Source: an optimization exercise on an open RTL-to-GDS flow (aim: small area, a short achievable clock period and few clock cycles). Production flows keep margins and buffers that such runs may drop.
At most, simulation tests tie the RTL to the original design; equivalence was not proved.
Function not checked in run 1: the RTL went through the layout flow alone.
Power and IR drop assume default switching activity.

==> design/flow/design.v <==
package cpu16_pkg;
	typedef logic [16-1:0]        word_t;     
	typedef logic [$clog2(16)-1:0]  reg_idx_t;  
	typedef logic [3:0]                      flags_t;    
	typedef enum logic [1:0] {
		PH_FETCH   = 2'd0,  
		PH_DECODE  = 2'd1,  
		PH_EXECUTE = 2'd2,  
		PH_COMMIT  = 2'd3   
	} phase_t;
	typedef struct packed {
		logic [1:0] group;      
		logic [2:0] alu_op;     
		logic       const_arg;  
		reg_idx_t   ra;         
		reg_idx_t   rb;         
		logic [3:0] imm;        
		logic       ld;         
		logic       st;         
		logic       ldi;        
		logic [1:0] incdec;     
		logic       jump;       
		logic       rel;        
		logic       halt;       
	} ctrl_t;
	typedef struct packed {
		logic  write;  
		word_t addr;
		word_t wdata;
	} mem_req_t;
endpackage
`timescale 1ns/100ps
module cpu16_top (
	input  logic        CLK,
	input  logic        rst_n,
	input  logic        imem_ack,
	input  logic [15:0] imem_data,
	input  logic        dmem_ack,
	input  logic [15:0] dmem_rdata,
	output logic        imem_req,
	output logic [15:0] imem_addr,
	output logic        dmem_req,
	output logic [32:0] dmem_cmd,
	output logic        halted
);
	logic        ph;        
	logic [15:0] ir;        
	logic [15:0] a;         
	logic [15:0] b;         
	logic [15:0] fa;        
	logic [3:0]  flags;     
	logic [15:0] res_q;     
	logic        c_q;       
	logic        wr_q;      
	logic        dm_pend;   
	logic        halted_r;
	logic        tk_abs;    
	logic        tk_rel;    
	logic [15:0] regs [16];
	logic x_halt;   
	logic x_mem;    
	logic x_ld;     
	logic x_wr;     
	logic x_alu;    
	logic x_xw;     
	logic x_lw;     
	logic x_arith, x_sub, x_and, x_or, x_xor, x_shl, x_shr, x_mov;
	logic dm_wait, f_acc, x_go;
	assign dm_wait = dm_pend && !dmem_ack;
	assign f_acc   = !ph && imem_ack && !dm_wait;
	assign x_go    = ph && !dm_pend;
	logic [15:0] incval;
	assign incval = ir[13] ? b - 16'd1 : b + 16'd1;
	logic        we, w_ra, w_ld;
	logic [3:0]  waddr;
	logic [15:0] wdata;
	assign w_ld  = x_ld && dm_pend;
	assign we    = wr_q || (dm_pend && dmem_ack && x_lw) || (x_go && x_xw);
	assign w_ra  = wr_q || w_ld;
	assign waddr = w_ra ? ir[7:4] : ir[3:0];
	assign wdata = wr_q ? res_q : (w_ld ? dmem_rdata : incval);
	logic [15:0] rf_d, rf_en;
	assign rf_d = rst_n ? wdata : 16'd0;
	always_comb
		for (int i = 0; i < 16; i++)
			rf_en[i] = !rst_n || (we && waddr == 4'(i));
	always_ff @(posedge CLK)
		for (int i = 0; i < 16; i++)
			if (rf_en[i])
				regs[i] <= rf_d;
	logic [3:0] flags_n;
	assign flags_n = (wr_q && x_alu) ? {c_q, res_q == 16'd0, ~^res_q, res_q[15]} : flags;
	logic [1:0]  d_grp;
	logic [3:0]  d_aluf;
	logic        d_ldi, d_mem, d_ld, d_alu, d_incdec, d_const, d_sub, d_shl, d_fsel, d_taken;
	assign d_grp    = imem_data[15:14];
	assign d_aluf   = imem_data[13:10];
	assign d_alu    = (d_grp == 2'b11);
	assign d_ldi    = (d_grp == 2'b01) && (imem_data[9:8] == 2'b01);
	assign d_mem    = (d_grp == 2'b01) && (imem_data[9:8] != 2'b01);
	assign d_ld     = d_mem && !imem_data[10];
	assign d_incdec = imem_data[13] ^ imem_data[12];
	assign d_const  = d_alu ? imem_data[8] : d_ldi;
	assign d_sub    = d_alu && (d_aluf == 4'b0010);
	assign d_shl    = d_alu && (d_aluf == 4'b0110);
	always_comb begin
		case (imem_data[9:8])
			2'b00:   d_fsel = flags_n[3];
			2'b01:   d_fsel = flags_n[2];
			2'b10:   d_fsel = flags_n[1];
			default: d_fsel = flags_n[0];
		endcase
	end
	assign d_taken = (d_grp == 2'b10) && (!imem_data[13] || (d_fsel == imem_data[12]));
	logic [15:0] rda, rdb, fwa, fwb, a_in, b_in;
	assign rda = regs[imem_data[7:4]];
	assign rdb = regs[imem_data[3:0]];
	assign fwa = (we && waddr == imem_data[7:4]) ? wdata : rda;
	assign fwb = (we && waddr == imem_data[3:0]) ? wdata : rdb;
	always_comb
		for (int i = 0; i < 16; i++)
			a_in[i] = d_shl ? fwa[15-i] : fwa[i];
	assign b_in = (d_const ? {12'd0, imem_data[3:0]} : fwb) ^ {16{d_sub}};
	logic [15:0] alu_res, sh_rev;
	logic [16:0] sum, shr_wide;
	logic        alu_c;
	assign sum      = {1'b0, a} + {1'b0, b} + {16'd0, x_sub};
	assign shr_wide = {a, 1'b0} >> b[3:0];
	always_comb
		for (int i = 0; i < 16; i++)
			sh_rev[i] = shr_wide[16-i];
	assign alu_res = ({16{x_mov}} & b) | ({16{x_arith}} & sum[15:0]) |
		({16{x_and}} & (a & b)) | ({16{x_or}} & (a | b)) | ({16{x_xor}} & (a ^ b)) |
		({16{x_shl}} & sh_rev) | ({16{x_shr}} & shr_wide[16:1]);
	assign alu_c   = (x_arith && (sum[16] ^ x_sub)) || ((x_shl || x_shr) && shr_wide[0]);
	always_ff @(posedge CLK) begin
		if (!rst_n) begin
			ph       <= 1'b0;
			fa       <= 16'h0000;
			flags    <= '0;
			wr_q     <= 1'b0;
			dm_pend  <= 1'b0;
			halted_r <= 1'b0;
			tk_abs   <= 1'b0;
			tk_rel   <= 1'b0;
		end else begin
			wr_q  <= x_go && x_wr;
			flags <= flags_n;
			if (f_acc) begin
				ph     <= 1'b1;
				fa     <= fa + 16'd1;
				tk_abs <= d_taken && !imem_data[10];
				tk_rel <= d_taken && imem_data[10];
			end
			if (x_go) begin
				ph     <= 1'b0;
				tk_abs <= 1'b0;
				tk_rel <= 1'b0;
				if (tk_abs)
					fa <= b;
				else if (tk_rel)
					fa <= fa + b;
				if (x_halt)
					halted_r <= 1'b1;
			end
			if (x_go && x_mem)
				dm_pend <= 1'b1;
			else if (dmem_ack)
				dm_pend <= 1'b0;
		end
	end
	always_ff @(posedge CLK) begin
		res_q <= alu_res;
		c_q   <= alu_c;
		if (f_acc) begin
			ir      <= imem_data;
			a       <= a_in;
			b       <= b_in;
			x_halt  <= (d_grp == 2'b00) && (imem_data[13:11] == 3'b001);
			x_mem   <= d_mem;
			x_ld    <= d_ld;
			x_wr    <= d_alu || d_ldi;
			x_alu   <= d_alu;
			x_xw    <= d_ld && d_incdec;
			x_lw    <= d_ld ? !(d_incdec && (imem_data[7:4] == imem_data[3:0])) : (d_mem && d_incdec);
			x_arith <= d_alu && (d_aluf[3:2] == 2'b00) && (d_aluf[1] ^ d_aluf[0]);
			x_sub   <= d_sub;
			x_and   <= d_alu && (d_aluf == 4'b0011);
			x_or    <= d_alu && (d_aluf == 4'b0100);
			x_xor   <= d_alu && (d_aluf == 4'b0101);
			x_shl   <= d_shl;
			x_shr   <= d_alu && (d_aluf == 4'b0111);
			x_mov   <= d_ldi || (d_alu && (d_aluf[3] || (d_aluf[2:0] == 3'b000)));
		end
	end
	assign halted    = halted_r || (ph && !dm_pend && x_halt);
	assign imem_req  = !halted_r && (ph ? (!dm_pend && !x_halt && !tk_rel) : (!imem_ack || dm_wait));
	assign imem_addr = tk_abs ? b : fa;
	assign dmem_req  = (ph && !dm_pend && x_mem) || dm_wait;
	assign dmem_cmd  = {ir[10], b, a};
endmodule
==> design/flow/run.sh <==
#!/bin/bash
# synth_recipe.tcl (not shown) runs the flow's synth.tcl, then flattens the netlist and writes it again
# the make line also repeats each setting of config.mk as NAME=value (left out here)
make -C /OpenROAD-flow-scripts/flow DESIGN_CONFIG=/design/flow/config.mk WORK_HOME=/design/flow/orfs CLKGATE_MAP_FILE= SYNTH_SCRIPT=/design/flow/synth_recipe.tcl finish
==> design/flow/config.mk <==
export PLATFORM = sky130hd
export DESIGN_NAME = cpu16_top
export DESIGN_NICKNAME = cpu16_top
export VERILOG_FILES = /design/flow/design.v
export SDC_FILE = /design/flow/constraint.sdc
export NUM_CORES = 4
export LEC_CHECK = 0
export ABC_AREA = 1
export CAP_MARGIN = 20
export CORE_MARGIN = 2
export CORE_UTILIZATION = 40
export SETUP_SLACK_MARGIN = 3.0
export SLEW_MARGIN = 20
==> design/flow/constraint.sdc <==
create_clock -name core_clock -period 6.5 [get_ports {CLK}]
set_input_delay 1.3000 -clock core_clock [delete_from_list [all_inputs] [get_ports {CLK}]]
set_output_delay 1.3000 -clock core_clock [all_outputs]
set_load 0.01 [all_outputs]
==> results of run 1 <==
-- through the flow --
step                      worst slack, ns  instance area, um2  hold WS [ns]  std cells
final                                3.05               25000         0.476       3407
after global routing                 2.97               25000         0.504       3407
after CTS                            2.90               24600         0.479       3381
after detailed placement             2.09               23000         0.460       3290
after global placement               1.62               22900         0.456       3284
after floorplan                      3.02               21200         0.440       2555
-- worst max-delay path, stage by stage (launching register included) --
cell             delay [ns]
edfxtp_1               0.70
nand2_1                0.15
o21ai_0                0.14
clkdlybuf4s50_1        0.58
-- metal layers --
layer	global-route usage	share of wire	vias up
met4	0.121	0.043	0
met1	0.362	0.40	9220
li1	-	-	9063
met3	0.0513	0.089	193
met2	0.478	0.47	1095
met5	0	0	-
-- power by group --
| group | switching, mW | leakage [nW] | internal, mW |
|---|---|---|---|
| Sequential | 0.267 | 3.53 | 2.93 |
| Clock | 0.964 | 0.637 | 1.33 |
| Combinational | 1.27 | 6.23 | 0.609 |
| Total | 2.51 | 10.4 | 4.87 |
-- layout by cell type, fill, tap and decap left out, drive strengths merged, types with 6 or more instances in the layout --
cell and n:
clkbuf 51, o2bb2ai 6, dlymetal6s2s 6, nand4 76
inv 252, xor2 24, a22o 23, nor3 38
o21ai 170, xnor2 9, dfxtp 43, o21bai 6
edfxtp 313, ha 77, clkinvlp 7, clkinv 19
o211ai 22, a211oi 22, o2111ai 10, nor4 6
o22ai 32, nand2 850, a21oi 99, buf 89
a221oi 14, clkdlybuf4s50 75, nor2 168, nand3 155
o31ai 10
-- cells by family after synthesis --
group / after synthesis / share of synthesized area
DFF: 356 / 0.485
buffers and inverters: 341 / 0.0633
muxes: 5 / 0.00237
and+or+nand+nor: 1300 / 0.258
xor gates and xnor gates: 33 / 0.0137
adders and majority gates: 81 / 0.0494
AOI/OAI and AO/OA: 439 / 0.128
-- state kept, by name, indices dropped and copies added (netlist names), 4 cells and up --
register and flops:
fa 16, flags 4, res_q 16, regs 256, ir 10, a 16
b 16
-- layout make-up --
class,instances,area [um2],share of cell area
Clock buffer,48,1050,0.0421
Clock inverter,26,255,0.0102
Inverter,256,985,0.0394
Multi-Input combinational cell,1858,9880,0.395
Sequential cell,356,10300,0.411
Tap cell,688,861,0.0345
Timing Repair Buffer,175,1690,0.0677
-- what timing repair did --
item,4_1_cts,5_1_grt
pin swaps,5,9
setup endpoints to repair,62,68
setup buffers,17,25
gates resized for setup,59,29
-- path summary, 6_finish.rpt --
check	slack, ns	cells after the start	to
hold reg to reg	0.48	2	flags[2]
hold / removal	0.48	2	flags[2]
setup / recovery	3.05	3	imem_addr[4]
setup reg to reg	3.22	14	res_q[15]
==> flow_metrics.py, run 1 <==
metrics = {
    "run_status": {
        "status": "no timing/DRC/antenna violations",
    },
    "finish": {
        "drive_gt1_frac": 0.0967,
        "final_nets": 2805,
        "num_antenna_cells": 0,
        "fillers": 5018,
        "final_util": 0.476,
        "syn2layout_area_growth_pct": 18.2,
    },
    "clock_tree": {
        "cts_htree_levels": 2,
        "root_buffer": "clkbuf_16",
        "numClockSinks": 356,
        "clk_path_buf_depth": 3,
        "clk_pin_slew_ns": 0.06,
        "clk_latency_ns": 0.58,
        "ctsHoldBuffers": 0,
        "cts_tree": "yes",
        "cts_buffers": 41,
    },
    "worst_setup_path": {
        "crit_required_ns": 5.20,
        "cp-end-kind": "output pin",
        "worstReg2RegStart": "b[1]",
        "crit_fanout": 7,
        "criticalPathCategory": "register to output pin",
        "start_kind": "register",
        "critPathArrivalTime_ns": 2.15,
        "startpoint": "b[4]",
    },
    "floorplanning": {
        "ios": 88,
        "die_x_um": 234,
        "core_area_um2": 52400,
        "fp-row-count": 84,
        "die-area_um2": 54700,
        "start_util": 0.403,
        "die_y_um": 234,
    },
    "place": {
        "dp_hpwl_mm": 56.3,
        "globalplace.congestion": 0.996,
        "port-buffer-count": 87,
    },
    "synthesis": {
        "synthTopCellsByCount": "nand2_1 (845), edfxtp_1 (313), inv_1 (244), o21ai_0 (158), nor2_1 (155)",
        "synth-edff-count": 313,
        "yosys_warnings": 2,
        "dominantRegCellSynth": "edfxtp_1",
        "synth_cell_types": 59,
        "ys_async_sr_fraction": 0,
        "synth.most_common_cell": "nand2_1",
        "synth.avg_cell_area_um2": 8.27,
        "syn-cell-area_um2": 21100,
        "synthCells": 2555,
        "synth_area_leaders": "edfxtp_1 (44%), nand2_1 (15%), ha_1 (4.6%)",
        "ys_seq_area_frac": 0.485,
        "synth-seq-cells": 356,
        "synth_top_area_share": 0.445,
        "synth_nets": 2672,
        "yosysTopAreaCell": "edfxtp_1",
    },
    "power_and_ir_drop": {
        "p_leak_nw": 10.4,
        "peakVddDrop_uv": 248,
        "finalPower_mw": 7.37,
        "power_density_nw_per_um2": 295,
    },
    "sta": {
        "finalSetupTns_ns": 0,
        "slew_violations": 0,
        "period_share": 0.531,
        "hold_violations": 0,
        "fmax_ghz": 0.290,
        "tightest_slew_ns": 1.16,
        "min_period_ns": 3.45,
        "rsz0062_at_grt": "true",
        "setup_viol": 0,
        "slew_headroom": 0.224,
        "fin_skew_ns": 0.0226,
    },
    "global_routing": {
        "grt_max_degree": 69,
        "first_global_vias": 18712,
        "grt_usage": 0.285,
        "grt_antenna_before_repair": 0,
        "overflow": 0,
        "grt_pass1_wl_mm": 116,
    },
    "route": {
        "wl_per_cell_um": 23.2,
        "vias": 19571,
        "drc": 0,
        "vias_per_cell": 5.74,
        "drt_first_iter_violations": 2379,
        "dr.pass1.iters": 6,
        "ant_nets": 0,
        "routed_wirelength_mm": 79.2,
    },
    "hold_path": {
        "min_from": "flags[2]",
        "hold_path_class": "register to register",
    },
    "flow_run": {
        "drv_cap": 0,
    },
}
==> run 2, diff against run 1 <==
--- a/design/flow/design.v
+++ b/design/flow/design.v
@@ -119,5 +119,7 @@
 	assign fwb = (we && waddr == imem_data[3:0]) ? wdata : rdb;
+	logic [15:0] fa_inc;
+	assign fa_inc = fa + 16'd1;
 	always_comb
 		for (int i = 0; i < 16; i++)
-			a_in[i] = d_shl ? fwa[15-i] : fwa[i];
+			a_in[i] = (d_grp == 2'b10) ? fa_inc[i] : (d_shl ? fwa[15-i] : fwa[i]);
 	assign b_in = (d_const ? {12'd0, imem_data[3:0]} : fwb) ^ {16{d_sub}};
@@ -150,3 +152,3 @@
 				ph     <= 1'b1;
-				fa     <= fa + 16'd1;
+				fa     <= fa_inc;
 				tk_abs <= d_taken && !imem_data[10];
@@ -161,3 +163,3 @@
 				else if (tk_rel)
-					fa <= fa + b;
+					fa <= sum[15:0];
 				if (x_halt)
--- a/design/flow/config.mk
+++ b/design/flow/config.mk
@@ -11,3 +11,3 @@
 export CORE_UTILIZATION = 40
-export SETUP_SLACK_MARGIN = 3.0
+export SETUP_SLACK_MARGIN = 4.0
 export SLEW_MARGIN = 20
==> run 2 against run 1 <==
Still clean. Synthesized cell count fell by 0.82%. Critical path depth rose by 4. Worst hold slack barely moved. Design area rose by 26%. Clock power rose by 15%. Power rose by 20%. Wire length rose by 26%. Fmax rose by 9.4%.
==> flow_metrics.py, run 2 <==
metrics = {
    "run_status": {
        "status": "no timing/DRC/antenna violations",
    },
    "worst_setup_path": {
        "crit_required_ns": 5.20,
        "cp-end-kind": "output pin",
        "critical-path-slowest-cell": "buf_6",
        "crit_fanout": 2,
        "criticalPathCategory": "primary input to output pin",
        "crit_chain": "buf_12, inv_12, nand2_8, nand3_4, inv_4, nor3_4, buf_6",
        "critical_path.max_stage_delay_ns": 0.12,
        "rrSetupSlack_ns": 3.61,
        "critPathArrivalTime_ns": 1.85,
        "start_kind": "primary input",
        "ff2ff_path_depth": 18,
    },
    "global_routing": {
        "overflow": 0,
        "grt_usage": 0.345,
        "grt_pass1_wl_mm": 135,
        "first_global_vias": 20826,
        "grt_antenna_before_repair": 1,
        "grt_max_degree": 78,
    },
    "place": {
        "dp_hpwl_mm": 57.1,
        "dp_cells": 3242,
        "port-buffer-count": 87,
        "placed_area_um2": 22900,
        "globalplace.congestion": 0.976,
    },
    "sta": {
        "period_share": 0.485,
        "setup_viol": 0,
        "finalSetupTns_ns": 0,
        "fmax_ghz": 0.317,
        "min_period_ns": 3.15,
        "slew_headroom": 0.409,
        "whs_ns": 0.477,
        "hold_violations": 0,
        "rsz0062_at_grt": "true",
        "tightest_slew_ns": 0.880,
        "slew_violations": 0,
        "fin_skew_ns": 0.0446,
    },
    "finish": {
        "largest_register_ffs": 256,
        "drive_gt1_frac": 0.344,
        "syn2layout_area_growth_pct": 50.9,
        "final_cell_area_um2": 31400,
        "seq_area_um2": 10300,
        "multiInputGateArea_um2": 12100,
        "fillers": 4011,
        "layout_commonest_cell": "nand2_1",
        "finalNonFillerCells": 3672,
        "most-common-layout-cells": "nand2_1 (723), edfxtp_1 (313), inv_1 (213), buf_4 (192), buf_6 (112)",
        "final_nets": 3061,
        "largest_register": "regs",
    },
    "clock_tree": {
        "root_buffer": "clkbuf_16",
        "cts_htree_levels": 2,
        "ctsHoldBuffers": 0,
        "numClockSinks": 356,
        "clk_latency_ns": 0.61,
        "clk_path_buf_depth": 3,
        "clk_pin_slew_ns": 0.06,
        "cts_buffers": 41,
        "cts_tree": "yes",
    },
    "synthesis": {
        "syn-cell-area_um2": 20800,
        "synth_area_leaders": "edfxtp_1 (45%), nand2_1 (16%), inv_1 (4.7%)",
        "synth_cell_types": 56,
        "synth_nets": 2635,
        "synth-edff-count": 313,
        "synth-seq-cells": 356,
        "yosys_warnings": 2,
        "yosysTopAreaCell": "edfxtp_1",
        "synthCells": 2534,
        "synth.most_common_cell": "nand2_1",
        "synthTopCellsByCount": "nand2_1 (873), edfxtp_1 (313), inv_1 (259), nor2_1 (170), nand3_1 (159)",
        "ys_async_sr_fraction": 0,
        "dominantRegCellSynth": "edfxtp_1",
        "ys_seq_area_frac": 0.493,
        "synth_top_area_share": 0.452,
        "synth.avg_cell_area_um2": 8.21,
    },
    "hold_path": {
        "hold-path-cell-count": 2,
        "hold_path_class": "register to register",
    },
    "route": {
        "drt_first_iter_violations": 3419,
        "drc": 0,
        "vias_per_cell": 6.13,
        "dr.pass1.iters": 8,
        "vias": 22524,
        "routed.top_layer": "met4",
        "wl_met2_mm": 43.7,
        "wl_per_cell_um": 27.2,
        "ant_nets": 0,
        "drt-met1-wl_mm": 34.9,
        "wl_met3_mm": 12.7,
        "routed_wirelength_mm": 99.8,
    },
    "power_and_ir_drop": {
        "p_leak_nw": 13.1,
        "finalPower_mw": 8.82,
        "peakVddDrop_uv": 241,
        "power_density_nw_per_um2": 281,
    },
    "floorplanning": {
        "fp-row-count": 83,
        "die-area_um2": 53800,
        "start_util": 0.405,
        "die_y_um": 232,
        "die_x_um": 232,
        "core_area_um2": 51300,
        "ios": 88,
    },
    "flow_run": {
        "drv_cap": 0,
    },
}
[run 2: cell count changes after synthesis, sizes merged, moves of 7 or more]
cell,before,now
o21ai,170,134
nand4,76,91
a21oi,99,74
buf,35,42
o221ai,4,11
nor3,38,23
nor2,168,180
ha,77,62
a22o,23,12
inv,254,266
nand2,850,883
[run 2: cells by family after synthesis]
family	synth area share
xor gates and xnor gates	0.0152
AOI/OAI and AO/OA	0.107
buffers and inverters	0.0685
and+or+nand+nor	0.274
adders and majority gates	0.0402
muxes	0.00193
DFF	0.493
[run 2: repair_timing]
action | in CTS | in global routing
gates resized for setup | 782 | 367
endpoints found under the setup margin | 684 | 416
setup buffers | 267 | 64
pin swaps | 144 | 166
cloned | 16 | 8
[run 2: per-stage QoR]
stage / setup WS [ns] / util
3_3_place_gp: 2.03 / 0.446
5_1_grt: 3.32 / 0.611
4_1_cts: 3.35 / 0.568
3_5_place_dp: 1.93 / 0.446
2_1_floorplan: 3.17 / -
6_report: 3.35 / 0.611
[run 2: critical path: cells and delay by family]
kind	cells	cell delay (ns)
simple gates	3	0.22
buf+inv	4	0.32
[run 2: final timing paths]
| check | startpoint | to |
|---|---|---|
| setup / recovery | dmem_ack | imem_req |
| hold / removal | x_wr | wr_q |
| hold reg to reg | x_wr | wr_q |
| setup reg to reg | b[0] | res_q[12] |
[run 2: cell type report]
type,count,area share
Antenna cell,1,0.0000798
Clock buffer,47,0.0334
Clock inverter,27,0.0150
Inverter,269,0.0385
Multi-Input combinational cell,1821,0.386
Sequential cell,356,0.327
Tap cell,680,0.0271
Timing Repair Buffer,466,0.172
Timing Repair inverter,5,0.00120
[run 2: layer usage]
metal | vias to the layer above | global-route usage
met5 | - | 0
met4 | 0 | 0.223
met3 | 528 | 0.0880
met2 | 1826 | 0.536
met1 | 10677 | 0.426
li1 | 9493 | -
[run 2: power breakdown]
| part | switching, mW | leakage, nW | total, mW | internal (mW) |
|---|---|---|---|---|
| logic | 1.88 | 8.86 | 3.07 | 1.19 |
| clock network | 1.03 | 0.738 | 2.64 | 1.61 |
| registers | 0.195 | 3.53 | 3.12 | 2.92 |
| total | 3.10 | 13.1 | 8.82 | 5.72 |
Testbench counts of run 2, summed over its fixed seeds: cycles 42,776.
==> run 3, diff against run 2 <==
--- a/design/flow/config.mk
+++ b/design/flow/config.mk
@@ -11,3 +11,3 @@
 export CORE_UTILIZATION = 40
-export SETUP_SLACK_MARGIN = 4.0
+export SETUP_SLACK_MARGIN = 3.3
 export SLEW_MARGIN = 20
==> run 3 against run 2 <==
Power is 15% lower. Largest power group unchanged. Synthesized cell count is the same. Still clean on timing, DRC and antenna. Register-to-register slack got worse by 0.29 ns. Via count fell by 10%. Largest cell class is now flip-flops and latches. Global-route usage is 4.1 points lower.
==> flow_metrics.py, run 3 <==
metrics = {
    "hold_path": {
        "hold-path-cell-count": 2,
        "min_from": "halted_r",
        "hold_path_class": "register to register",
        "holdPathEnd": "halted_r",
    },
    "clock_tree": {
        "clk_pin_slew_ns": 0.06,
        "clk_path_buf_depth": 3,
        "cts_tree": "yes",
        "root_buffer": "clkbuf_16",
        "clk_latency_ns": 0.60,
        "numClockSinks": 356,
        "ctsHoldBuffers": 0,
        "cts_htree_levels": 2,
        "cts_buffers": 42,
    },
    "finish": {
        "layout_commonest_cell": "nand2_1",
        "largest_register": "regs",
        "drive_gt1_frac": 0.134,
        "syn2layout_area_growth_pct": 21.9,
        "largest_register_ffs": 256,
        "fillers": 4887,
        "most-common-layout-cells": "nand2_1 (856), edfxtp_1 (313), inv_1 (244), nand3_1 (158), nor2_1 (148)",
        "final_nets": 2827,
    },
    "power_and_ir_drop": {
        "peakVddDrop_uv": 217,
        "p_leak_nw": 10.7,
        "power_density_nw_per_um2": 296,
    },
    "floorplanning": {
        "fp-row-count": 83,
        "start_util": 0.405,
        "die_x_um": 232,
        "ios": 88,
        "core_area_um2": 51300,
        "die_y_um": 232,
        "die-area_um2": 53800,
    },
    "route": {
        "vias": 20205,
        "vias_per_cell": 5.87,
        "ant_nets": 0,
        "drc": 0,
        "drt_first_iter_violations": 2697,
        "routed_wirelength_mm": 84.2,
        "dr.pass1.iters": 8,
        "wl_per_cell_um": 24.5,
    },
    "worst_setup_path": {
        "worstReg2RegStart": "b[3]",
        "ff2ff_path_depth": 9,
        "criticalPathCategory": "register to output pin",
        "rrSetupSlack_ns": 3.32,
        "cp-end-kind": "output pin",
        "critPathArrivalTime_ns": 2.10,
        "r2r_end": "regs[2][4]",
        "crit_required_ns": 5.20,
        "crit_fanout": 22,
        "start_kind": "register",
    },
    "sta": {
        "fmax_ghz": 0.294,
        "fin_skew_ns": 0.0486,
        "finalSetupTns_ns": 0,
        "slew_violations": 0,
        "setup_slack_ns": 3.10,
        "rsz0062_at_grt": "true",
        "slew_headroom": 0.273,
        "period_share": 0.524,
        "setup_viol": 0,
        "min_period_ns": 3.40,
        "hold_violations": 0,
        "tightest_slew_ns": 1.09,
    },
    "synthesis": {
        "synth_nets": 2635,
        "synth_top_area_share": 0.452,
        "synth.avg_cell_area_um2": 8.21,
        "synthCells": 2534,
        "yosysTopAreaCell": "edfxtp_1",
        "synthTopCellsByCount": "nand2_1 (873), edfxtp_1 (313), inv_1 (259), nor2_1 (170), nand3_1 (159)",
        "synth_area_leaders": "edfxtp_1 (45%), nand2_1 (16%), inv_1 (4.7%)",
        "synth_cell_types": 56,
        "synth.most_common_cell": "nand2_1",
        "syn-cell-area_um2": 20800,
        "synth-edff-count": 313,
        "ys_seq_area_frac": 0.493,
        "yosys_warnings": 2,
        "ys_async_sr_fraction": 0,
        "synth-seq-cells": 356,
        "dominantRegCellSynth": "edfxtp_1",
    },
    "flow_run": {
        "drv_cap": 0,
    },
    "global_routing": {
        "first_global_vias": 18808,
        "grt_antenna_before_repair": 1,
        "grt_pass1_wl_mm": 120,
        "grt_max_degree": 78,
        "grt_usage": 0.304,
        "overflow": 0,
    },
    "place": {
        "globalplace.congestion": 0.969,
        "dp_slack_ns": 1.89,
        "port-buffer-count": 87,
        "dp_hpwl_mm": 58.0,
    },
    "run_status": {
        "status": "no timing/DRC/antenna violations",
    },
}
-- run 3: cell type report --
class | count | area [um2] | share of cell area
clock inverter | 26 | 238 | 0.00938
timing repair buffer | 235 | 2140 | 0.0844
inverter | 269 | 1080 | 0.0425
timing repair inverter | 1 | 5.00 | 0.000197
tap | 680 | 851 | 0.0336
sequential | 356 | 10300 | 0.405
antenna | 1 | 2.50 | 0.0000987
multi-input combinational | 1821 | 9630 | 0.380
clock buffer | 51 | 1130 | 0.0444
-- run 3: critical path: stages (launching register included) --
cell and delay, ns:
dfxtp_4 0.41, buf_8 0.19, clkinvlp_4 0.19, nand2_1 0.10, nand2_1 0.12, clkdlybuf4s50_1 0.51
-- run 3: how the worst max path moves through the flow --
stage | slack, ns | to | start
2_1_floorplan | 3.01 | regs[0][0] | dmem_ack
3_3_place_gp | 1.90 | b[0] | imem_data[1]
3_5_place_dp | 1.89 | b[0] | imem_data[1]
4_1_cts | 3.02 | imem_addr[1] | tk_abs
5_1_grt | 3.07 | imem_addr[1] | tk_abs
6_report | 3.10 | imem_addr[1] | tk_abs
-- run 3: cell families after synthesis --
family | Yosys count | share of synthesized area
and+or+nand+nor | 1357 | 0.274
buffers and inverters | 359 | 0.0685
AOI/OAI and AO/OA | 357 | 0.107
DFF | 356 | 0.493
adders and majority gates | 65 | 0.0402
xor gates and xnor gates | 36 | 0.0152
muxes | 4 | 0.00193
-- run 3: stage by stage --
step | std cells | hold slack [ns] | cell area (um2) | utilization | power [mW]
2_1_floorplan | 2534 | 0.440 | 20800 | - | 4.19
3_3_place_gp | 3260 | 0.460 | 22600 | 0.440 | 5.00
3_5_place_dp | 3261 | 0.472 | 22600 | 0.441 | 5.02
4_1_cts | 3394 | 0.491 | 24700 | 0.481 | 7.40
5_1_grt | 3439 | 0.523 | 25300 | 0.494 | 7.79
6_report | 3440 | 0.488 | 25300 | 0.494 | 7.51
-- run 3: routing by layer --
metal  vias up  global-route usage  part of all wire
li1       9014                   -                 -
met1      9592               0.400              0.39
met2      1327               0.459              0.43
met3       272              0.0652              0.11
met4         0               0.182             0.067
met5         -                   0                 0
-- run 3: timing repair --
action,in CTS,in global routing
pin swaps,9,10
endpoints found under the setup margin,317,155
gates resized for setup,107,81
buffers inserted,56,41
cloned,0,3
-- run 3: power breakdown --
group	leakage, nW	internal (mW)	switching [mW]	total, mW
logic	6.55	0.643	1.39	2.04
registers	3.53	2.92	0.214	3.14
clock network	0.664	1.33	1.00	2.33
total	10.7	4.90	2.61	7.51
==> run 4, diff against run 3 <==
--- a/design/flow/config.mk
+++ b/design/flow/config.mk
@@ -10,4 +10,4 @@
 export CORE_MARGIN = 2
-export CORE_UTILIZATION = 40
-export SETUP_SLACK_MARGIN = 3.3
+export CORE_UTILIZATION = 55
+export SETUP_SLACK_MARGIN = 3.5
 export SLEW_MARGIN = 20
==> run 4 against run 3 <==
Register-to-register slack gained 0.19 ns. First-iteration DRC count decreased by 18%. Wire length is 4.0% lower. Die area down 27%. Critical endpoint is now imem_req. Critical path depth is 2 higher. Setup slack improved by 0.24 ns. Flip-flop and latch count unchanged. Power increased by 0.99%. Still clean. Global-route usage rose by 11 points. Non-clock buffer count grew 28. Worst hold slack improved by 0.014 ns. Combinational power up 3%.
==> flow_metrics.py, run 4 <==
metrics = {
    "run_status": {
        "status": "no timing/DRC/antenna violations",
    },
    "route": {
        "routed_wirelength_mm": 80.8,
        "vias": 20472,
        "dr.pass1.iters": 6,
        "vias_per_cell": 6.21,
        "wl_per_cell_um": 24.5,
        "drc": 0,
        "ant_nets": 0,
        "drt_first_iter_violations": 2200,
    },
    "worst_setup_path": {
        "cp-end-kind": "output pin",
        "critPathArrivalTime_ns": 1.86,
        "crit_top_cell": "inv_4",
        "critical-path-slowest-cell": "buf_2",
        "criticalPathCategory": "primary input to output pin",
        "critical_path.max_stage_delay_ns": 0.15,
        "crit_required_ns": 5.20,
        "crit_chain": "buf_6, inv_4, nand2_4, nand3_4, inv_4, nor3_4, buf_2",
        "start_kind": "primary input",
        "crit_fanout": 3,
    },
    "synthesis": {
        "synth_nets": 2635,
        "synth_area_leaders": "edfxtp_1 (45%), nand2_1 (16%), inv_1 (4.7%)",
        "synthCells": 2534,
        "ys_async_sr_fraction": 0,
        "dominantRegCellSynth": "edfxtp_1",
        "synth.avg_cell_area_um2": 8.21,
        "synth.most_common_cell": "nand2_1",
        "yosysTopAreaCell": "edfxtp_1",
        "syn-cell-area_um2": 20800,
        "synth_cell_types": 56,
        "synth-edff-count": 313,
        "synth_top_area_share": 0.452,
        "synth-seq-cells": 356,
        "yosys_warnings": 2,
        "ys_seq_area_frac": 0.493,
        "synthTopCellsByCount": "nand2_1 (873), edfxtp_1 (313), inv_1 (259), nor2_1 (170), nand3_1 (159)",
    },
    "clock_tree": {
        "root_buffer": "clkbuf_16",
        "cts_htree_levels": 2,
        "cts_tree": "yes",
        "numClockSinks": 356,
        "cts_buffers": 39,
        "clk_latency_ns": 0.57,
        "clk_pin_slew_ns": 0.06,
        "ctsHoldBuffers": 0,
        "clk_path_buf_depth": 3,
    },
    "finish": {
        "multiInputGateArea_um2": 9740,
        "most-common-layout-cells": "nand2_1 (851), edfxtp_1 (313), inv_1 (243), nand3_1 (153), buf_4 (148)",
        "largest_register_ffs": 256,
        "syn2layout_area_growth_pct": 22.9,
        "largest_register": "regs",
        "fillers": 3090,
        "seq_area_um2": 10300,
        "finalNonFillerCells": 3295,
        "drive_gt1_frac": 0.150,
        "final_nets": 2853,
        "layout_commonest_cell": "nand2_1",
    },
    "global_routing": {
        "grt_pass1_wl_mm": 118,
        "grt_usage": 0.411,
        "first_global_vias": 19121,
        "grt_max_degree": 78,
        "overflow": 0,
        "grt_antenna_before_repair": 1,
    },
    "power_and_ir_drop": {
        "power_density_nw_per_um2": 297,
        "peakVddDrop_uv": 277,
        "finalPower_mw": 7.58,
        "p_leak_nw": 10.9,
    },
    "sta": {
        "fin_skew_ns": 0.0165,
        "finalSetupTns_ns": 0,
        "period_share": 0.487,
        "slew_violations": 0,
        "setup_viol": 0,
        "tightest_slew_ns": 1.00,
        "rsz0062_at_grt": "true",
        "slew_headroom": 0.332,
        "fmax_ghz": 0.316,
        "min_period_ns": 3.16,
        "hold_violations": 0,
        "whs_ns": 0.502,
    },
    "floorplanning": {
        "core_area_um2": 37500,
        "start_util": 0.555,
        "die_y_um": 198,
        "die-area_um2": 39400,
        "fp-row-count": 71,
        "die_x_um": 198,
        "ios": 88,
    },
    "flow_run": {
        "drv_cap": 0,
    },
    "place": {
        "globalplace.congestion": 1.08,
        "dp_hpwl_mm": 55.4,
        "dp_cells": 3087,
        "port-buffer-count": 87,
    },
    "hold_path": {
        "hold_path_class": "register to register",
    },
}
[run 4: cell counts after synthesis]
Identical to the previous run, type by type.
[run 4: cell families (layout without fill, tap and decap cells)]
group,count (synthesis),count (layout),synth area share
AOI/OAI and AO/OA,357,357,0.107
other,0,2,0
adders and majority gates,65,65,0.0402
and+or+nand+nor,1357,1357,0.274
xor gates and xnor gates,36,36,0.0152
DFF,356,356,0.493
buffers and inverters,359,607,0.0685
muxes,4,4,0.00193
[run 4: timing repair]
| item | CTS | global route |
|---|---|---|
| buffers inserted | 97 | 33 |
| cloned | 3 | 2 |
| pin swaps | 21 | 20 |
| setup endpoints to repair | 378 | 237 |
| endpoints found under the hold margin | 0 | 0 |
| resized for setup | 197 | 69 |
[run 4: through the flow]
step,cell area [um2],utilization,setup slack (ns)
CTS,25100,0.670,3.30
global route,25600,0.682,3.30
global placement,22300,0.596,1.97
detailed placement,22400,0.597,1.95
floorplan,20900,-,3.15
finish,25600,0.682,3.34
[run 4: layout make-up]
class                           count  share of cell area
Sequential cell                   356               0.402
Multi-Input combinational cell   1819               0.381
Timing Repair Buffer              263              0.0952
Clock buffer                       47              0.0426
Inverter                          269              0.0422
Tap cell                          511              0.0250
Clock inverter                     24              0.0108
Timing Repair inverter              4            0.000979
Antenna cell                        2            0.000196
[run 4: final timing paths]
| kind | startpoint | depth (start not counted) | to | slack (ns) |
|---|---|---|---|---|
| setup / recovery | dmem_ack | 7 | imem_req | 3.34 |
| hold / removal | c_q | 2 | flags[3] | 0.50 |
| setup reg to reg | wr_q | 9 | regs[7][9] | 3.51 |
| hold reg to reg | c_q | 2 | flags[3] | 0.50 |
[run 4: per-layer routing]
layer | vias to the layer above | track usage | routed length, um
met5 | - | 0 | 0
met4 | 0 | 0.349 | 8270
met3 | 406 | 0.0754 | 8500
met1 | 9552 | 0.497 | 28300
met2 | 1462 | 0.640 | 35700
li1 | 9052 | - | -
[run 4: worst max-delay path: cells and delay by family]
family	cells	cell delay [ns]
buffers and inverters	4	0.35
and+or+nand+nor	3	0.22
[run 4: where the power goes]
group	total (mW)	leakage (nW)	internal (mW)	switching, mW
clock network	2.35	0.661	1.40	0.950
logic	2.10	6.73	0.688	1.42
registers	3.12	3.53	2.92	0.202
==> run 5, diff against run 4 <==
--- a/design/flow/config.mk
+++ b/design/flow/config.mk
@@ -10,3 +10,3 @@
 export CORE_MARGIN = 2
-export CORE_UTILIZATION = 55
+export CORE_UTILIZATION = 40
 export SETUP_SLACK_MARGIN = 3.5
==> run 5 against run 4 <==
Setup slack lost 0.0070 ns. Core utilization is 18 points lower. Worst hold slack got worse by 0.014 ns. Sequential power barely moved. Non-clock buffer count increased by 20. Critical path depth did not move. Clock-buffer cell count rose by 7. Power fell by 0.55%. First-iteration DRC count is 32% higher. Critical endpoint unchanged. Largest power group unchanged.
==> flow_metrics.py, run 5 <==
metrics = {
    "run_status": {
        "status": "no timing/DRC/antenna violations",
    },
    "worst_setup_path": {
        "crit_fanout": 2,
        "cp-end-kind": "output pin",
        "start_kind": "primary input",
        "startpoint": "dmem_ack",
        "criticalPathCategory": "primary input to output pin",
        "critPathArrivalTime_ns": 1.87,
        "cp-endpoint": "imem_req",
        "ff2ff_path_depth": 10,
        "worstReg2RegStart": "b[2]",
        "rrSetupSlack_ns": 3.59,
        "r2r_end": "regs[3][7]",
        "crit_required_ns": 5.20,
    },
    "sta": {
        "min_period_ns": 3.17,
        "fin_skew_ns": 0.0321,
        "setup_slack_ns": 3.33,
        "finalSetupTns_ns": 0,
        "fmax_ghz": 0.315,
        "hold_violations": 0,
        "rsz0062_at_grt": "true",
        "tightest_slew_ns": 1.10,
        "whs_ns": 0.488,
        "setup_viol": 0,
        "slew_violations": 0,
        "slew_headroom": 0.259,
        "period_share": 0.488,
    },
    "clock_tree": {
        "clk_latency_ns": 0.59,
        "cts_htree_levels": 2,
        "clk_pin_slew_ns": 0.06,
        "ctsHoldBuffers": 0,
        "root_buffer": "clkbuf_16",
        "numClockSinks": 356,
        "clk_path_buf_depth": 3,
        "cts_tree": "yes",
        "cts_buffers": 42,
    },
    "synthesis": {
        "ys_seq_area_frac": 0.493,
        "synthCells": 2534,
        "synth_top_area_share": 0.452,
        "synth-seq-cells": 356,
        "synth_cell_types": 56,
        "synth.avg_cell_area_um2": 8.21,
        "synth.most_common_cell": "nand2_1",
        "synth_area_leaders": "edfxtp_1 (45%), nand2_1 (16%), inv_1 (4.7%)",
        "dominantRegCellSynth": "edfxtp_1",
        "synth-edff-count": 313,
        "yosysTopAreaCell": "edfxtp_1",
        "syn-cell-area_um2": 20800,
        "yosys_warnings": 2,
        "synth_nets": 2635,
        "synthTopCellsByCount": "nand2_1 (873), edfxtp_1 (313), inv_1 (259), nor2_1 (170), nand3_1 (159)",
        "ys_async_sr_fraction": 0,
    },
    "power_and_ir_drop": {
        "p_clk_frac": 0.302,
        "peakVddDrop_uv": 305,
        "p_leak_nw": 11.0,
        "sw_frac_of_total": 0.344,
        "power_density_nw_per_um2": 292,
        "p_comb_frac": 0.284,
        "internal_power_mw": 4.94,
        "p_sw_mw": 2.60,
        "pwr-share-seq": 0.414,
        "finalPower_mw": 7.54,
    },
    "route": {
        "wl_per_cell_um": 24.5,
        "drc": 0,
        "ant_nets": 0,
        "drt_first_iter_violations": 2895,
        "dr.pass1.iters": 8,
        "routed_wirelength_mm": 85.6,
        "vias_per_cell": 5.82,
        "vias": 20312,
    },
    "finish": {
        "num_antenna_cells": 0,
        "drive_gt1_frac": 0.156,
        "seq_area_um2": 10300,
        "largest_register": "regs",
        "final_nets": 2877,
        "final_cell_area_um2": 25800,
        "final_util": 0.504,
        "layout_commonest_cell": "nand2_1",
        "most-common-layout-cells": "nand2_1 (847), edfxtp_1 (313), inv_1 (242), buf_4 (168), nand3_1 (156)",
        "syn2layout_area_growth_pct": 24.3,
        "fillers": 4856,
        "finalNonFillerCells": 3488,
        "multiInputGateArea_um2": 9710,
        "largest_register_ffs": 256,
    },
    "place": {
        "port-buffer-count": 87,
        "dp_hpwl_mm": 59.1,
        "placed_area_um2": 22600,
        "dp_cells": 3258,
        "dp_slack_ns": 1.94,
        "globalplace.congestion": 0.974,
    },
    "flow_run": {
        "drv_cap": 0,
    },
    "floorplanning": {
        "ios": 88,
        "fp-row-count": 83,
        "die_x_um": 232,
        "start_util": 0.405,
        "die-area_um2": 53800,
        "die_y_um": 232,
        "core_area_um2": 51300,
    },
    "hold_path": {
        "hold_path_class": "register to register",
    },
    "global_routing": {
        "grt_util_met2": 0.474,
        "grt_antenna_before_repair": 2,
        "grt_use_met1": 0.413,
        "grt_usage": 0.311,
        "first_global_vias": 19089,
        "overflow": 0,
        "grt_max_degree": 78,
        "grt_pass1_wl_mm": 123,
        "use_met3": 0.0743,
        "top_usage_layer": "met2",
    },
}
-- run 5: what timing repair did --
action / CTS / global route
buffers inserted: 121 / 26
setup endpoints to repair: 395 / 188
cloned: 4 / 3
pin swaps: 22 / 17
gates resized for setup: 194 / 97
-- run 5: final cells by class --
cell class	count	area share
Timing Repair inverter	2	0.000387
Sequential cell	356	0.398
Multi-Input combinational cell	1822	0.376
Clock inverter	22	0.00857
Clock buffer	54	0.0424
Inverter	269	0.0418
Tap cell	680	0.0329
Timing Repair Buffer	283	0.101
-- run 5: cells by family (layout without fill, tap and decap cells) --
kind of cell,count (synthesis),in the layout,share of synthesized area
mux,4,4,0.00193
fa+ha+maj,65,65,0.0402
buf+inv,359,630,0.0685
xor+xnor,36,36,0.0152
compound gates,357,357,0.107
simple gates,1357,1360,0.274
flops,356,356,0.493
-- run 5: routing by layer --
| metal | vias to the layer above | wire (um) |
|---|---|---|
| met3 | 257 | 10100 |
| li1 | 9128 | - |
| met5 | - | 13 |
| met2 | 1282 | 37000 |
| met1 | 9643 | 33500 |
| met4 | 2 | 5060 |
-- run 5: power groups by stage --
stage | registers [mW] | clock network (mW) | logic (mW)
2_1_floorplan | 3.11 | 0 | 1.09
5_1_grt | 3.15 | 2.40 | 2.29
3_5_place_dp | 3.21 | 0 | 1.79
3_3_place_gp | 3.20 | 0 | 1.78
6_report | 3.12 | 2.28 | 2.14
4_1_cts | 3.11 | 2.30 | 2.01
-- run 5: worst min path at each step --
| stage | from | to | slack [ns] | cells past startpoint |
|---|---|---|---|---|
| global placement | x_wr | wr_q | 0.46 | 2 |
| CTS | x_wr | wr_q | 0.49 | 2 |
| floorplan | x_wr | wr_q | 0.44 | 2 |
| global route | x_wr | wr_q | 0.51 | 2 |
| finish | x_wr | wr_q | 0.49 | 2 |
| detailed placement | x_wr | wr_q | 0.47 | 2 |
-- run 5: worst max-delay path, cell delays in order --
cell	delay, ns
buf_6	0.10
inv_4	0.05
nand2_4	0.05
nand3_4	0.09
inv_4	0.04
nor3_4	0.09
buf_2	0.15
==> run 6, diff against run 5 <==
==> design/flow/flow/run.sh (new file) <==
#!/bin/bash
set -e
export BUFFER_PORTS_ARGS="-buffer_cell sky130_fd_sc_hd__buf_2"
bash standard.sh > standard.log 2>&1
==> design/flow/standard.sh (new file) <==
#!/bin/bash
# synth_recipe.tcl (not shown) runs the flow's synth.tcl, then flattens the netlist and writes it again
# the make line also repeats each setting of config.mk as NAME=value (left out here)
make -C /OpenROAD-flow-scripts/flow DESIGN_CONFIG=/design/flow/config.mk WORK_HOME=/design/flow/orfs CLKGATE_MAP_FILE= SYNTH_SCRIPT=/design/flow/synth_recipe.tcl "${@:-finish}"
removed: design/flow/run.sh
==> run 6 against run 5 <==
Still clean. Die area stayed put. Clock-buffer cell count is 3 lower. Via count is 1.0% higher. Sequential share of layout area is 1.0 points higher. Power is 1.5% lower. Flip-flop and latch count stayed put. Wire length is 0.26% higher. Synthesized area stayed put.
==> flow_metrics.py, run 6 <==
metrics = {
    "run_status": {
        "status": "no timing/DRC/antenna violations",
    },
    "floorplanning": {
        "core_area_um2": 51300,
        "die_y_um": 232,
        "die_x_um": 232,
        "ios": 88,
        "start_util": 0.405,
        "die-area_um2": 53800,
        "fp-row-count": 83,
    },
    "synthesis": {
        "synth_top_area_share": 0.452,
        "synth_nets": 2635,
        "ys_seq_area_frac": 0.493,
        "dominantRegCellSynth": "edfxtp_1",
        "synth-edff-count": 313,
        "synthTopCellsByCount": "nand2_1 (873), edfxtp_1 (313), inv_1 (259), nor2_1 (170), nand3_1 (159)",
        "synth.most_common_cell": "nand2_1",
        "synth_area_leaders": "edfxtp_1 (45%), nand2_1 (16%), inv_1 (4.7%)",
        "synth.avg_cell_area_um2": 8.21,
        "synth_cell_types": 56,
        "synth-seq-cells": 356,
        "yosys_warnings": 2,
        "synthCells": 2534,
        "syn-cell-area_um2": 20800,
        "ys_async_sr_fraction": 0,
        "yosysTopAreaCell": "edfxtp_1",
    },
    "clock_tree": {
        "clk_pin_slew_ns": 0.06,
        "clk_latency_ns": 0.59,
        "cts_htree_levels": 2,
        "clk_path_buf_depth": 3,
        "cts_tree": "yes",
        "root_buffer": "clkbuf_16",
        "ctsHoldBuffers": 0,
        "cts_buffers": 41,
        "numClockSinks": 356,
    },
    "worst_setup_path": {
        "criticalPathCategory": "primary input to output pin",
        "cp-end-kind": "output pin",
        "crit_fanout": 3,
        "ff2ff_path_depth": 8,
        "critical_path.max_stage_delay_ns": 0.15,
        "critical-path-slowest-cell": "buf_2",
        "crit_chain": "buf_6, inv_4, nand2_4, nand3_4, inv_12, nor3_4, buf_2",
        "start_kind": "primary input",
        "crit_required_ns": 5.20,
        "rrSetupSlack_ns": 3.47,
        "path_buf_inv": 4,
        "worstReg2RegStart": "x_ld",
        "cpLargestDelayFamily": "buffers and inverters",
        "critPathArrivalTime_ns": 1.91,
        "r2r_end": "regs[11][12]",
    },
    "finish": {
        "syn2layout_area_growth_pct": 21.2,
        "finalNonFillerCells": 3455,
        "num_antenna_cells": 0,
        "final_util": 0.491,
        "largest_register": "regs",
        "fillers": 4821,
        "layout_commonest_cell": "nand2_1",
        "final_nets": 2845,
        "most-common-layout-cells": "nand2_1 (852), edfxtp_1 (313), inv_1 (241), nand3_1 (158), buf_4 (141)",
        "largest_register_ffs": 256,
        "final_cell_area_um2": 25200,
        "drive_gt1_frac": 0.169,
    },
    "power_and_ir_drop": {
        "power_density_nw_per_um2": 295,
        "p_leak_nw": 10.7,
        "peakVddDrop_uv": 203,
    },
    "route": {
        "routed_wirelength_mm": 85.8,
        "drt_first_iter_violations": 3202,
        "ant_nets": 0,
        "wl_per_cell_um": 24.8,
        "drc": 0,
        "vias": 20523,
        "vias_per_cell": 5.94,
        "dr.pass1.iters": 6,
    },
    "place": {
        "port-buffer-count": 87,
        "dp_hpwl_mm": 58.4,
        "placed_area_um2": 22200,
        "globalplace.congestion": 0.981,
        "dp_cells": 3257,
    },
    "global_routing": {
        "grt_use_met1": 0.399,
        "use_met3": 0.0761,
        "grt_antenna_before_repair": 1,
        "grt_max_degree": 53,
        "grt_pass1_wl_mm": 122,
        "top_usage_layer": "met2",
        "overflow": 0,
        "grt_util_met2": 0.480,
        "grt_usage": 0.311,
        "first_global_vias": 19152,
    },
    "sta": {
        "period_share": 0.494,
        "finalSetupTns_ns": 0,
        "tightest_slew_ns": 1.12,
        "slew_violations": 0,
        "fmax_ghz": 0.311,
        "rsz0062_at_grt": "true",
        "fin_skew_ns": 0.0349,
        "setup_viol": 0,
        "min_period_ns": 3.21,
        "hold_violations": 0,
        "slew_headroom": 0.248,
    },
    "hold_path": {
        "hold_path_class": "register to register",
        "min_from": "x_wr",
        "hold-path-cell-count": 2,
        "holdPathEnd": "wr_q",
    },
    "flow_run": {
        "drv_cap": 0,
    },
}
-- run 6: cell count changes in the layout (fill, tap and decap cells not counted), moves of 6 or more --
cell	change
buf_12	-7
buf_2	+77
buf_4	-27
clkbuf_1	-7
clkdlybuf4s50_1	-41
dlygate4sd2_1	-21
nor2_2	-6
nor2_4	+9
nor3_1	+7
nor3_2	-6
o21ai_0	+8
o21ai_1	-15
-- run 6: cells by family (layout without fill, tap and decap cells) --
logic type | count (synthesis) | after routing | synth area share
adder cells (fa/ha/maj) | 65 | 65 | 0.0402
flip-flops | 356 | 356 | 0.493
AO/OA/AOI/OAI | 357 | 357 | 0.107
buffers and inverters | 359 | 600 | 0.0685
AND/OR/NAND/NOR | 1357 | 1357 | 0.274
multiplexers | 4 | 4 | 0.00193
XOR/XNOR | 36 | 36 | 0.0152
-- run 6: area by class of cell --
| cell class | instances | area [um2] | area share |
|---|---|---|---|
| Timing Repair Buffer | 254 | 1930 | 0.0767 |
| Tap cell | 680 | 851 | 0.0338 |
| Clock buffer | 51 | 1160 | 0.0460 |
| Sequential cell | 356 | 10300 | 0.408 |
| Timing Repair inverter | 3 | 18.8 | 0.000745 |
| Clock inverter | 23 | 203 | 0.00804 |
| Multi-Input combinational cell | 1819 | 9680 | 0.384 |
| Inverter | 269 | 1090 | 0.0432 |
-- run 6: report_power, final --
group / internal, mW / switching, mW
registers: 2.92 / 0.205
clock network: 1.36 / 0.971
logic: 0.609 / 1.36
-- run 6: worst min-delay path, cell delays in order, from the launching register on --
cell      delay, ns
edfxtp_1       0.32
nand2_1        0.06
nor2_1         0.07
-- run 6: worst max-delay path by stage --
stage            startpoint     endpoint  slack [ns]  cells after the start
2_1_floorplan      dmem_ack  regs[10][0]        3.15                      6
3_3_place_gp   imem_data[0]         b[1]        2.50                     14
3_5_place_dp   imem_data[0]         b[1]        2.49                     14
4_1_cts            dmem_ack  regs[3][12]        3.23                      9
5_1_grt            dmem_ack     imem_req        3.26                      7
6_report           dmem_ack     imem_req        3.29                      7
-- run 6: per-stage QoR --
| step | setup slack [ns] | total power [mW] | hold slack (ns) |
|---|---|---|---|
| floorplan | 3.15 | 4.20 | 0.440 |
| global placement | 2.50 | 4.87 | 0.467 |
| detailed placement | 2.49 | 4.89 | 0.468 |
| CTS | 3.23 | 7.29 | 0.483 |
| global route | 3.26 | 7.72 | 0.501 |
| finish | 3.29 | 7.43 | 0.490 |
-- run 6: timing repair --
| item | in CTS | in global routing |
|---|---|---|
| endpoints found under the setup margin | 529 | 393 |
| gates resized for setup | 85 | 79 |
| setup buffers | 77 | 42 |
| gates cloned | 2 | 2 |
| pin swaps | 13 | 23 |
-- run 6: routing by layer --
metal | up-vias | routed length, um
met4 | 2 | 5720
met1 | 9702 | 31900
met3 | 325 | 10600
met5 | - | 11
met2 | 1468 | 37500
li1 | 9026 | -
==> run 7, diff against run 6 <==
--- a/design/flow/design.v
+++ b/design/flow/design.v
@@ -58,2 +58,4 @@
 	logic        tk_rel;    
+	logic        fr_q;      
+	logic        fw_q;      
 	logic [15:0] regs [16];
@@ -137,2 +139,6 @@
 	assign alu_c   = (x_arith && (sum[16] ^ x_sub)) || ((x_shl || x_shr) && shr_wide[0]);
+	logic ph_n, halted_n, dm_pend_n;
+	assign ph_n      = f_acc ? 1'b1 : (x_go ? 1'b0 : ph);
+	assign halted_n  = halted_r || (x_go && x_halt);
+	assign dm_pend_n = (x_go && x_mem) ? 1'b1 : (dmem_ack ? 1'b0 : dm_pend);
 	always_ff @(posedge CLK) begin
@@ -147,3 +153,7 @@
 			tk_rel   <= 1'b0;
+			fr_q     <= 1'b1;
+			fw_q     <= 1'b0;
 		end else begin
+			fr_q <= ph_n == 1'b0 && !halted_n;
+			fw_q <= ph_n == 1'b0 && !halted_n && dm_pend_n;
 			wr_q  <= x_go && x_wr;
@@ -198,3 +208,4 @@
 	assign halted    = halted_r || (ph && !dm_pend && x_halt);
-	assign imem_req  = !halted_r && (ph ? (!dm_pend && !x_halt && !tk_rel) : (!imem_ack || dm_wait));
+	assign imem_req  = (ph && !halted_r && !dm_pend && !x_halt && !tk_rel) ||
+		(fr_q && !imem_ack) || (fw_q && !dmem_ack);
 	assign imem_addr = tk_abs ? b : fa;
==> design/flow/run.sh (new file) <==
#!/bin/bash
# synth_recipe.tcl (not shown) runs the flow's synth.tcl, then flattens the netlist and writes it again
# the make line also repeats each setting of config.mk as NAME=value (left out here)
make -C /OpenROAD-flow-scripts/flow DESIGN_CONFIG=/design/flow/config.mk WORK_HOME=/design/flow/orfs CLKGATE_MAP_FILE= SYNTH_SCRIPT=/design/flow/synth_recipe.tcl finish
removed: design/flow/flow/run.sh
removed: design/flow/standard.sh
==> run 7 against run 6 <==
Still clean on timing, DRC and antenna. Worst hold slack got worse by 0.0072 ns. Via count shrank 0.90%. Clock-buffer cell count is 4 lower. First-iteration DRC count decreased by 13%. Critical path depth fell by 3. Non-clock buffer count grew 24. Clock power is 3% lower. Critical endpoint unchanged. Largest cell class unchanged. Largest power group unchanged.
==> flow_metrics.py, run 7 <==
metrics = {
    "worst_setup_path": {
        "crit_fanout": 2,
        "criticalPathCategory": "primary input to output pin",
        "start_kind": "primary input",
        "cp-end-kind": "output pin",
        "critPathArrivalTime_ns": 1.86,
        "crit_required_ns": 5.20,
    },
    "synthesis": {
        "syn-cell-area_um2": 20900,
        "synth-edff-count": 313,
        "synth.avg_cell_area_um2": 8.22,
        "synthAdderAreaFrac": 0.0401,
        "synth_top_area_share": 0.451,
        "synth_xor_area_frac": 0.0175,
        "synthTopCellsByCount": "nand2_1 (862), edfxtp_1 (313), inv_1 (257), nand3_1 (165), nor2_1 (163)",
        "synth_nets": 2638,
        "synthCells": 2537,
        "synth_cell_types": 61,
        "dominantRegCellSynth": "edfxtp_1",
        "yosys.area_share.simple": 0.269,
        "synth_top_family_by_area": "simple AND/OR/NAND/NOR gates",
        "yosys_warnings": 2,
        "synth.mux.area_fraction": 0.00144,
        "synth.most_common_cell": "nand2_1",
        "synth-seq-cells": 358,
        "synth_area_leaders": "edfxtp_1 (45%), nand2_1 (16%), inv_1 (4.6%)",
        "synth_compound_gate_area_share": 0.109,
        "ys_async_sr_fraction": 0,
        "yosysTopAreaCell": "edfxtp_1",
        "ys_seq_area_frac": 0.494,
    },
    "route": {
        "ant_nets": 0,
        "drc": 0,
        "dr.pass1.iters": 6,
        "routed_wirelength_mm": 82.7,
        "vias_per_cell": 5.85,
        "vias": 20338,
        "wl_per_cell_um": 23.8,
        "drt_first_iter_violations": 2774,
    },
    "sta": {
        "rsz0062_at_grt": "true",
        "period_share": 0.486,
        "finalSetupTns_ns": 0,
        "fmax_ghz": 0.317,
        "slew_violations": 0,
        "slew_headroom": 0.188,
        "setup_slack_ns": 3.34,
        "setup_viol": 0,
        "hold_violations": 0,
        "fin_skew_ns": 0.0339,
        "tightest_slew_ns": 1.21,
        "min_period_ns": 3.16,
    },
    "power_and_ir_drop": {
        "peakVddDrop_uv": 211,
        "finalPower_mw": 7.20,
        "p_leak_nw": 10.9,
        "power_density_nw_per_um2": 279,
    },
    "place": {
        "dp_slack_ns": 2.13,
        "globalplace.congestion": 0.961,
        "dp_cells": 3267,
        "port-buffer-count": 87,
        "dp_hpwl_mm": 57.0,
    },
    "finish": {
        "syn2layout_area_growth_pct": 23.5,
        "num_antenna_cells": 0,
        "most-common-layout-cells": "nand2_1 (838), edfxtp_1 (313), inv_1 (236), nand3_1 (164), buf_4 (160)",
        "largest_register": "regs",
        "largest_register_ffs": 256,
        "final_nets": 2867,
        "layout_commonest_cell": "nand2_1",
        "finalNonFillerCells": 3477,
        "drive_gt1_frac": 0.151,
    },
    "global_routing": {
        "first_global_vias": 18861,
        "grt_pass1_wl_mm": 119,
        "grt_usage": 0.301,
        "grt_antenna_before_repair": 2,
        "overflow": 0,
        "grt_max_degree": 50,
    },
    "floorplanning": {
        "core_area_um2": 51400,
        "die_x_um": 232,
        "die_y_um": 232,
        "die-area_um2": 54000,
        "start_util": 0.406,
        "ios": 88,
        "fp-row-count": 83,
    },
    "clock_tree": {
        "cts_htree_levels": 2,
        "root_buffer": "clkbuf_16",
        "cts_tree": "yes",
        "clk_pin_slew_ns": 0.06,
        "clk_path_buf_depth": 3,
        "cts_buffers": 39,
        "ctsHoldBuffers": 0,
        "numClockSinks": 358,
        "clk_latency_ns": 0.58,
    },
    "run_status": {
        "status": "no timing/DRC/antenna violations",
    },
    "hold_path": {
        "hold_path_class": "register to register",
    },
    "flow_run": {
        "drv_cap": 0,
    },
}
run 7: layer usage:
| metal | part of all wire | track usage |
|---|---|---|
| met5 | 0.00016 | 0 |
| met4 | 0.058 | 0.152 |
| met3 | 0.12 | 0.0642 |
| met2 | 0.42 | 0.440 |
| met1 | 0.40 | 0.419 |
run 7: logic make-up after synthesis:
logic type      count (synthesis)
compound gates                376
xor+xnor                       40
fa+ha+maj                      65
buf+inv                       359
flops                         358
mux                             3
simple gates                 1336
run 7: critical path: stages:
cell and delay, ns:
buf_6 0.07, inv_2 0.02, a221o_1 0.33, buf_2 0.14
run 7: area by class of cell:
type                    count  area [um2]
clock buffers              47        1010
well taps                 680         851
flip-flops and latches    358       10300
repair inverters            3        17.5
inverters                 266        1090
clock inverters            25         289
repair buffers            278        2540
fillers                  4798       25600
multi-input cells        1820        9650
run 7: final timing paths:
kind,startpoint,endpoint,slack (ns),cells past startpoint
worst max-delay path,imem_ack,imem_req,3.34,4
worst min-delay path,x_wr,wr_q,0.48,2
worst max register to register,b[2],b[9],3.56,17
worst min register to register,x_wr,wr_q,0.48,2
run 7: repair_timing:
item,in CTS,in global routing
setup buffers,107,26
pin swaps,13,12
setup endpoints to repair,487,151
resized for setup,201,86
gates cloned,3,2
run 7: per-stage QoR:
step,hold WS (ns),area (um2),util
after floorplan,0.455,20900,-
after global placement,0.466,22600,0.441
after detailed placement,0.476,22700,0.441
after CTS,0.491,25300,0.493
after global routing,0.529,25800,0.501
final,0.483,25800,0.501
run 7: where the power goes:
| group | switching (mW) | total [mW] | internal [mW] |
|---|---|---|---|
| Sequential | 0.181 | 3.07 | 2.89 |
| Clock | 0.961 | 2.25 | 1.28 |
| Combinational | 1.27 | 1.88 | 0.619 |
| Total | 2.41 | 7.20 | 4.79 |
Testbench counts of run 7, summed over its fixed seeds: cycles 42,776.
==> run 8, diff against run 7 <==
--- a/design/flow/config.mk
+++ b/design/flow/config.mk
@@ -11,3 +11,3 @@
 export CORE_UTILIZATION = 40
-export SETUP_SLACK_MARGIN = 3.5
+export SETUP_SLACK_MARGIN = 3.8
 export SLEW_MARGIN = 20
==> run 8 against run 7 <==
Still clean on timing, DRC and antenna. Worst hold slack improved by 0.013 ns. Power increased by 6.6%. Die area unchanged. Clock-buffer cell count increased by 2. Sequential share of layout area decreased by 3.8 points. Critical endpoint unchanged. Highest routed layer unchanged.
==> flow_metrics.py, run 8 <==
metrics = {
    "clock_tree": {
        "cts_htree_levels": 2,
        "root_buffer": "clkbuf_16",
        "cts_buffers": 40,
        "clk_latency_ns": 0.60,
        "clk_path_buf_depth": 3,
        "ctsHoldBuffers": 0,
        "clk_pin_slew_ns": 0.06,
        "numClockSinks": 358,
        "cts_tree": "yes",
    },
    "synthesis": {
        "syn-cell-area_um2": 20900,
        "synth-seq-cells": 358,
        "synth_top_area_share": 0.451,
        "synth.most_common_cell": "nand2_1",
        "synthCells": 2537,
        "synth.avg_cell_area_um2": 8.22,
        "ys_async_sr_fraction": 0,
        "synthAdderAreaFrac": 0.0401,
        "synth_area_leaders": "edfxtp_1 (45%), nand2_1 (16%), inv_1 (4.6%)",
        "yosys.area_share.simple": 0.269,
        "synthTopCellsByCount": "nand2_1 (862), edfxtp_1 (313), inv_1 (257), nand3_1 (165), nor2_1 (163)",
        "synth_cell_types": 61,
        "ys_seq_area_frac": 0.494,
        "synth-edff-count": 313,
        "synth.mux.area_fraction": 0.00144,
        "yosys_warnings": 2,
        "synth_top_family_by_area": "simple AND/OR/NAND/NOR gates",
        "yosysTopAreaCell": "edfxtp_1",
        "synth_compound_gate_area_share": 0.109,
        "synth_xor_area_frac": 0.0175,
        "dominantRegCellSynth": "edfxtp_1",
        "synth_nets": 2638,
    },
    "worst_setup_path": {
        "path_buf_inv": 3,
        "criticalPathCategory": "primary input to output pin",
        "start_kind": "primary input",
        "crit_required_ns": 5.20,
        "crit_chain": "buf_6, inv_1, a221o_1, buf_2",
        "critical_path.max_stage_delay_ns": 0.29,
        "cpLargestDelayFamily": "compound AO/OA/AOI/OAI gates",
        "critPathArrivalTime_ns": 1.84,
        "critical-path-slowest-cell": "a221o_1",
        "crit_fanout": 2,
        "cp-end-kind": "output pin",
    },
    "sta": {
        "fin_skew_ns": 0.0492,
        "tightest_slew_ns": 1.14,
        "hold_violations": 0,
        "fmax_ghz": 0.318,
        "finalSetupTns_ns": 0,
        "period_share": 0.483,
        "setup_viol": 0,
        "slew_headroom": 0.233,
        "rsz0062_at_grt": "true",
        "min_period_ns": 3.14,
        "slew_violations": 0,
    },
    "route": {
        "vias": 21107,
        "routed_wirelength_mm": 88.8,
        "dr.pass1.iters": 6,
        "drt_first_iter_violations": 3090,
        "ant_nets": 0,
        "drc": 0,
        "wl_per_cell_um": 25.0,
        "vias_per_cell": 5.93,
    },
    "finish": {
        "final_cell_area_um2": 28400,
        "largest_register": "regs",
        "fillers": 4534,
        "multiInputGateArea_um2": 11000,
        "final_nets": 2950,
        "syn2layout_area_growth_pct": 36.4,
        "drive_gt1_frac": 0.262,
        "seq_area_um2": 10300,
        "num_antenna_cells": 0,
        "most-common-layout-cells": "nand2_1 (773), edfxtp_1 (313), inv_1 (223), buf_4 (163), nor2_1 (108)",
        "largest_register_ffs": 256,
        "layout_commonest_cell": "nand2_1",
    },
    "flow_run": {
        "drv_cap": 0,
    },
    "global_routing": {
        "grt_usage": 0.319,
        "grt_max_degree": 45,
        "grt_antenna_before_repair": 4,
        "overflow": 0,
        "grt_pass1_wl_mm": 126,
        "first_global_vias": 19574,
    },
    "place": {
        "placed_area_um2": 22800,
        "dp_hpwl_mm": 56.6,
        "port-buffer-count": 87,
        "globalplace.congestion": 0.973,
    },
    "power_and_ir_drop": {
        "p_comb_frac": 0.297,
        "internal_power_mw": 5.04,
        "sw_frac_of_total": 0.343,
        "peakVddDrop_uv": 182,
        "p_sw_mw": 2.63,
        "power_density_nw_per_um2": 270,
        "pwr-share-seq": 0.399,
        "p_leak_nw": 11.9,
        "p_clk_frac": 0.304,
    },
    "floorplanning": {
        "start_util": 0.406,
        "core_area_um2": 51400,
        "die-area_um2": 54000,
        "die_x_um": 232,
        "ios": 88,
        "die_y_um": 232,
        "fp-row-count": 83,
    },
    "run_status": {
        "status": "no timing/DRC/antenna violations",
    },
    "hold_path": {
        "hold_path_class": "register to register",
    },
}
-- run 8: changes by cell type in the layout (fill, tap and decap cells not counted), moves of 24 or more --
cell,change
nand2_1,-65
buf_6,+61
nand3_1,-59
nand3_2,+53
nand2_4,+34
buf_12,+29
nand2_2,+29
nor2_1,-27
clkdlybuf4s50_1,-24
-- run 8: metal layers --
metal,wire (um),track usage,vias to the layer above
li1,-,-,9254
met1,34600,0.443,10025
met2,37300,0.466,1530
met3,11800,0.0806,294
met4,5150,0.149,4
met5,18,0.000919,-
-- run 8: power by group through the flow --
stage,clock (mW),combinational [mW],sequential [mW]
after CTS,2.34,1.99,3.05
final,2.33,2.28,3.06
after detailed placement,0,1.60,3.15
after floorplan,0,0.997,3.06
after global routing,2.44,2.40,3.08
after global placement,0,1.58,3.15
-- run 8: cell families (layout without fill, tap and decap cells) --
group | Yosys count | count (layout)
multiplexers | 3 | 3
XOR/XNOR | 40 | 40
AND/OR/NAND/NOR | 1336 | 1338
flip-flops | 358 | 358
buffers and inverters | 359 | 701
AO/OA/AOI/OAI | 376 | 376
adder cells (fa/ha/maj) | 65 | 65
-- run 8: final cells by class --
| type | count | share of cell area |
|---|---|---|
| sequential | 358 | 0.363 |
| timing repair inverter | 4 | 0.00119 |
| tap | 680 | 0.0299 |
| inverter | 266 | 0.0403 |
| clock buffer | 49 | 0.0375 |
| clock inverter | 25 | 0.00977 |
| timing repair buffer | 357 | 0.132 |
| multi-input combinational | 1822 | 0.387 |
-- run 8: worst paths after layout --
path                   end  cells after the start  slack (ns)      from
setup / recovery  imem_req                      4        3.36  imem_ack
hold / removal        wr_q                      2        0.50      x_wr
setup reg to reg      b[9]                     15        3.64   dm_pend
hold reg to reg       wr_q                      2        0.50      x_wr
-- run 8: timing repair --
action	4_1_cts	5_1_grt
endpoints found under the setup margin	673	293
gates cloned	11	1
resized for setup	492	274
setup buffers	188	42
pin swaps	76	109
-- run 8: per-stage QoR --
stage,hold WS [ns],setup slack [ns],total power [mW],util,std cells
6_report,0.496,3.36,7.67,0.553,3561
5_1_grt,0.525,3.34,7.92,0.553,3561
4_1_cts,0.499,3.36,7.39,0.524,3518
3_5_place_dp,0.483,1.90,4.75,0.443,3245
3_3_place_gp,0.475,1.91,4.73,0.443,3245
2_1_floorplan,0.455,3.54,4.05,-,2537
-- run 8: worst reg2reg max path, cell delays in order, from the launching register on --
cell,delay [ns]
dfxtp_4,0.35
buf_4,0.16
nand2_4,0.25
nand2_8,0.22
o21ai_4,0.26
buf_4,0.18
xor2_1,0.24
nor2_4,0.07
nand3_4,0.21
buf_12,0.19
clkinv_16,0.08
buf_4,0.14
nor2_4,0.09
nor2_2,0.05
nand3_1,0.07
nand2_1,0.06

Check on run 8: ideal ports give 3.358 ns setup slack; a clkbuf_16 on the clock port and buf_2 on the inputs give 3.310 ns; moving port delays by the midpoint clock arrival (0.633 ns) as well gives 2.934 ns.
